Source: an optimization exercise on an open RTL-to-GDS flow (aim: a short achievable clock period and few clock cycles). Production flows keep margins and buffers that such runs may drop.
In this exercise RTL edits were held to simulation tests only and were not proved equivalent to the original.
Power is estimated from default activity; no workload was simulated.

==> inputs of build 47 <==
## mcu_core_p
module mcu_core_p
#(
    parameter int  DATA_W     = 8,
    parameter int  PMEM_DEPTH = 256,
    parameter int  DMEM_DEPTH = 16,
    localparam int PC_W       = $clog2(PMEM_DEPTH),
    localparam int DA_W       = $clog2(DMEM_DEPTH),
    localparam int IW         = DATA_W + 4   
) (
    input  logic              clk,
    input  logic              rst,
    input  logic              ld_valid,
    input  logic [IW-1:0]     ld_data,
    input  logic              ld_last,
    output logic              ld_ready,
    output logic [DATA_W-1:0] out_data,
    output logic              out_valid,
    output logic              halted,
    output logic [PC_W-1:0]   pc
);
    if (PC_W != 8 || PMEM_DEPTH != 256) begin : g_bad_params
        $error("mcu_core_p: only a 256-word program memory is supported");
    end
    localparam logic [PC_W-1:0] LAST_ADDR = PC_W'(PMEM_DEPTH - 1);
    localparam int FD   = 8;             
    localparam int FA_W = $clog2(FD);
    logic              ld_ready_q;
    logic [PC_W-1:0]   ld_addr_q;
    logic              lw_valid_q;
    logic              lw_end_q;
    logic [IW-1:0]     lw_data_q;
    logic [PC_W-1:0]   lw_next_q;   
    logic              lw_jown_q;   
    logic              lw_fold_q;   
    logic              lw_jfold_q;  
    logic [3:0]        w_ld_op;
    logic [PC_W-1:0]   w_ld_next;
    logic [PC_W-1:0]   lw_addr_q;
    logic [3:0]        prev_op_q;
    logic [PC_W:0]     wcnt_q;      
    logic [PC_W:0]     wlim_q;      
    logic              ldone_q;
    logic              w_accept;
    logic              w_ld_end;
    assign w_accept = ld_valid & ld_ready_q;
    assign w_ld_op  = ld_data[IW-1:DATA_W];
    assign w_ld_next = (w_ld_op == OP_HALT) ? ld_addr_q :
                       (w_ld_op == OP_JMP)  ? ld_data[PC_W-1:0] : ld_addr_q + PC_W'(1);
    assign w_ld_end = w_accept & (ld_last | (ld_addr_q == LAST_ADDR));
    always_ff @(posedge clk) begin
        if (rst) begin
            ld_ready_q <= 1'b1;
            ld_addr_q  <= '0;
            lw_valid_q <= 1'b0;
            lw_end_q   <= 1'b0;
            wcnt_q     <= '0;
            wlim_q     <= '0;
            ldone_q    <= 1'b0;
        end else begin
            if (w_accept) ld_addr_q <= ld_addr_q + PC_W'(1);
  ...
==> flow/config.mk <==
export PLATFORM = sky130hd
export DESIGN_NAME = mcu_core_p
export DESIGN_NICKNAME = mcu_core_p
export VERILOG_FILES = /design/flow/design.v
export SDC_FILE = /design/flow/constraint.sdc
export NUM_CORES = 4
export LEC_CHECK = 0
export CAP_MARGIN = 30
export CORE_MARGIN = 2
export CORE_UTILIZATION = 45
export SETUP_SLACK_MARGIN = 3.5
export SLEW_MARGIN = 40
==> flow/constraint.sdc <==
create_clock -name core_clock -period 6.0 [get_ports {clk}]
set_input_delay 1.2000 -clock core_clock [delete_from_list [all_inputs] [get_ports {clk}]]
set_output_delay 1.2000 -clock core_clock [all_outputs]
set_load 0.01 [all_outputs]
run.sh (not shown) runs the stock make flow with config.mk's settings and CLKGATE_MAP_FILE= SYNTH_SCRIPT=/design/flow/synth_recipe.tcl, a recipe that flattens the netlist after the stock synthesis.
==> build 58 (differences from build 47) <==
--- a/flow/design.v
+++ b/flow/design.v
@@ -279,13 +279,10 @@
     logic [3:0]        e_op;
     logic [DATA_W-1:0] e_imm;
     logic [DA_W-1:0]   e_daddr;
     logic              w_z;
     logic              w_taken;
-    logic              w_ez;
-    logic              w_zn;
-    logic              w_cn;
     logic              w_e_out;
     logic              w_e_halt;
     logic              w_stall;
     logic              w_ok;
     logic              w_adv;
@@ -319,35 +316,19 @@
     assign r_daddr = ir_r_q[DA_W-1:0];
     assign e_op    = ir_e_q[IW-1:DATA_W];
     assign e_imm   = ir_e_q[DATA_W-1:0];
     assign e_daddr = e_imm[DA_W-1:0];
     assign w_z      = zv_q & (acc_q == '0);
-    always_comb begin
-        case (e_op)
-            OP_LDI, OP_LD:   w_ez = (opnd_q == '0);
-            OP_ADDI, OP_ADD: w_ez = ((acc_q[0] ^ opnd_q[0]) == 1'b0) &&
-                                    ((acc_q[DATA_W-1:1] ^ opnd_q[DATA_W-1:1]) ==
-                                     (acc_q[DATA_W-2:0] | opnd_q[DATA_W-2:0]));
-            OP_SUBI, OP_SUB,
-            OP_XORI:         w_ez = (acc_q == opnd_q);
-            OP_ANDI:         w_ez = ((acc_q & opnd_q) == '0);
-            OP_ORI:          w_ez = ((acc_q | opnd_q) == '0);
-            default:         w_ez = w_z;
-        endcase
-    end
-    assign w_zn     = ve_q ? w_ez : w_z;
-    assign w_cn     = (ve_q && w_alu_we) ? w_alu_c : c_q;
-    assign w_taken  = vr_q & ~w_stall & ~w_e_halt &
-                      (((r_op == OP_JZ) & w_zn) | ((r_op == OP_JC) & w_cn));
+    assign w_taken  = ve_q & (((e_op == OP_JZ) & w_z) | ((e_op == OP_JC) & c_q));
     assign w_e_out  = ve_q & (e_op == OP_OUT);
     assign w_e_halt = ve_q & (e_op == OP_HALT);
     assign w_stall  = w_e_out & fifo_full & ld_ready_q;
     assign w_mis    = vp_q & ~w_stall & ~w_taken & ~w_e_halt & ~hpend_q & ~hit_p_q & w_p_jmp;
     assign w_ok     = ldone_q | ({1'b0, ~pcn_q} < wlim_q);
     assign w_adv    = ~hpend_q & ~w_e_halt & w_ok & ~w_taken & ~w_mis & ~w_stall;
     always_comb begin
-        if (w_taken)                w_pc_d = ir_r_q[PC_W-1:0];
+        if (w_taken)                w_pc_d = e_imm[PC_W-1:0];
         else if (w_stall && vp_q)   w_pc_d = pc_p_q;
         else if (w_mis)             w_pc_d = w_p_nxt;
         else if (w_adv)             w_pc_d = w_pred;
         else                        w_pc_d = pc_q;
     end
@@ -388,11 +369,11 @@
                 btb_rr_q <= btb_rr_q + 1'b1;
             end
         end
         if (!rst && !w_stall) begin
             vr_q <= vp_q & ~w_taken & ~w_e_halt;
-            ve_q <= vr_q & ~w_e_halt;
+            ve_q <= vr_q & ~w_taken & ~w_e_halt;
             if (w_e_halt) hpend_q <= 1'b1;
             if (ve_q && w_alu_we) begin
                 acc_q <= w_alu_result;
                 zv_q  <= 1'b1;
                 c_q   <= w_alu_c;
CAP_MARGIN = 20   (was 30)
CORE_UTILIZATION = 50   (was 45)
SLEW_MARGIN = 20   (was 40)
==> build 85 (differences from build 47) <==
--- a/flow/design.v
+++ b/flow/design.v
@@ -279,13 +279,10 @@
     logic [3:0]        e_op;
     logic [DATA_W-1:0] e_imm;
     logic [DA_W-1:0]   e_daddr;
     logic              w_z;
     logic              w_taken;
-    logic              w_ez;
-    logic              w_zn;
-    logic              w_cn;
     logic              w_e_out;
     logic              w_e_halt;
     logic              w_stall;
     logic              w_ok;
     logic              w_adv;
@@ -319,35 +316,19 @@
     assign r_daddr = ir_r_q[DA_W-1:0];
     assign e_op    = ir_e_q[IW-1:DATA_W];
     assign e_imm   = ir_e_q[DATA_W-1:0];
     assign e_daddr = e_imm[DA_W-1:0];
     assign w_z      = zv_q & (acc_q == '0);
-    always_comb begin
-        case (e_op)
-            OP_LDI, OP_LD:   w_ez = (opnd_q == '0);
-            OP_ADDI, OP_ADD: w_ez = ((acc_q[0] ^ opnd_q[0]) == 1'b0) &&
-                                    ((acc_q[DATA_W-1:1] ^ opnd_q[DATA_W-1:1]) ==
-                                     (acc_q[DATA_W-2:0] | opnd_q[DATA_W-2:0]));
-            OP_SUBI, OP_SUB,
-            OP_XORI:         w_ez = (acc_q == opnd_q);
-            OP_ANDI:         w_ez = ((acc_q & opnd_q) == '0);
-            OP_ORI:          w_ez = ((acc_q | opnd_q) == '0);
-            default:         w_ez = w_z;
-        endcase
-    end
-    assign w_zn     = ve_q ? w_ez : w_z;
-    assign w_cn     = (ve_q && w_alu_we) ? w_alu_c : c_q;
-    assign w_taken  = vr_q & ~w_stall & ~w_e_halt &
-                      (((r_op == OP_JZ) & w_zn) | ((r_op == OP_JC) & w_cn));
+    assign w_taken  = ve_q & (((e_op == OP_JZ) & w_z) | ((e_op == OP_JC) & c_q));
     assign w_e_out  = ve_q & (e_op == OP_OUT);
     assign w_e_halt = ve_q & (e_op == OP_HALT);
     assign w_stall  = w_e_out & fifo_full & ld_ready_q;
     assign w_mis    = vp_q & ~w_stall & ~w_taken & ~w_e_halt & ~hpend_q & ~hit_p_q & w_p_jmp;
     assign w_ok     = ldone_q | ({1'b0, ~pcn_q} < wlim_q);
     assign w_adv    = ~hpend_q & ~w_e_halt & w_ok & ~w_taken & ~w_mis & ~w_stall;
     always_comb begin
-        if (w_taken)                w_pc_d = ir_r_q[PC_W-1:0];
+        if (w_taken)                w_pc_d = e_imm[PC_W-1:0];
         else if (w_stall && vp_q)   w_pc_d = pc_p_q;
         else if (w_mis)             w_pc_d = w_p_nxt;
         else if (w_adv)             w_pc_d = w_pred;
         else                        w_pc_d = pc_q;
     end
@@ -388,11 +369,11 @@
                 btb_rr_q <= btb_rr_q + 1'b1;
             end
         end
         if (!rst && !w_stall) begin
             vr_q <= vp_q & ~w_taken & ~w_e_halt;
-            ve_q <= vr_q & ~w_e_halt;
+            ve_q <= vr_q & ~w_taken & ~w_e_halt;
             if (w_e_halt) hpend_q <= 1'b1;
             if (ve_q && w_alu_we) begin
                 acc_q <= w_alu_result;
                 zv_q  <= 1'b1;
                 c_q   <= w_alu_c;
CAP_MARGIN = 20   (was 30)
CORE_UTILIZATION = 60   (was 45)
SLEW_MARGIN = 20   (was 40)
==> flow_results.org <==
** Routing
- The routed design uses 101100 um of met3 wire.
- Met2 Wirelength :: 412600 um

** Placement
- Prior to clock tree synthesis, the placed netlist has a worst setup slack of 1.810 ns.
- At the end of routability-driven placement, the weighted congestion stood at 0.8808.

** Power
- VDD sags by at most 0.3774 mV.
- Combinational cells consume a total of 0.0360 W.

** Synthesis
- Adder and majority cell fraction of the synthesized area :: 0.2772%

** GRT
- Global Route Usage Sum :: 29.37%

** Status
- Result of the run :: finished clean

** Die
- The floorplan step set the die height to 772.0 um.

** Worst setup path
- In this run the number of cells on the critical path is 9.

** Finish
- Layout clock buffer count :: 890
- The repair_antennas step left the layout with diodes totalling 81.
the above is filed under build 47

==> flow_results.org <==
** Placement
- Routability congestion estimate from global placement :: 0.8652
- Prior to clock tree synthesis, the placed netlist has a worst setup slack of 1.651 ns.

** Finish
- Layout clock buffer count :: 911

** Die
- Die Height :: 730.2 um

** Worst setup path
- Total number of cells along the worst setup path :: 8

** STA
- Total count of max-transition violations in the final report :: 48

** Synthesis
- Adder and majority cell fraction of the synthesized area :: 0.2743%

** Status
- The flow ran to the end, but the layout failed its checks.
- The layout checks failed on slew limit.
the above is filed under build 58

==> flow_results.org <==
** Power
- Power drawn by the combinational cells :: 0.0295 W

** STA
- Total count of max-transition violations in the final report :: 76

** Finish
- Ant diodes :: 133

** Synthesis
- Adder and majority cell fraction of the synthesized area :: 0.2743%

** GRT
- Global routing used 38.62% of the available tracks.

** Routing
- Routed length on met3 :: 101600 um

** Die
- Measured along the y axis, the die boundary spans 666.9 um.

** Status
- The layout checks failed on slew limit.
- Result of the run :: failed layout checks

** Placement
- Routability-driven placement finished with a final weighted congestion of 0.9054.
the above is filed under build 85

Testbench counts of build 47, summed over its fixed seeds: cycles 43,169.
Testbench counts of build 58, summed over its fixed seeds: cycles 43,536.
Testbench counts of build 85, summed over its fixed seeds: cycles 43,536.

-- static timing again, ports no longer ideal --
The results above use ideal ports. As a check the final layouts listed here were re-extracted and re-timed, cells and wires unchanged.
Step 1 (the two cells are an assumption about what drives the block):
set clk [get_ports {clk}]
set_driving_cell -lib_cell sky130_fd_sc_hd__clkbuf_16 $clk
set_driving_cell -lib_cell sky130_fd_sc_hd__buf_2 [delete_from_list [all_inputs] $clk]
Step 2, shift: input delay + t, output delay - t, t = (earliest + latest rising clock arrival at the registers) / 2. This alone moves slack from input paths to output paths.
Slacks: no drivers / after step 1 / after step 2; pairs: no drivers / after step 1.
run | shift t [ns] | setup WS [ns] | worst hold slack (ns) | worst slew at a driven data input, ns
build 47 | 1.253 | 2.889 / 2.889 / 2.500 | 0.350 / 0.350 / 0.350 | 0.14
build 58 | 1.231 | 2.887 / 2.887 / 2.648 | 0.349 / 0.349 / 0.349 | 0.12
build 85 | 1.215 | 2.953 / 2.953 / 2.410 | 0.344 / 0.344 / 0.344 | 0.11
For build 85, which loses most, drivers alone change the setup slack by 0.000 ns; drivers and shift together by -0.543 ns.
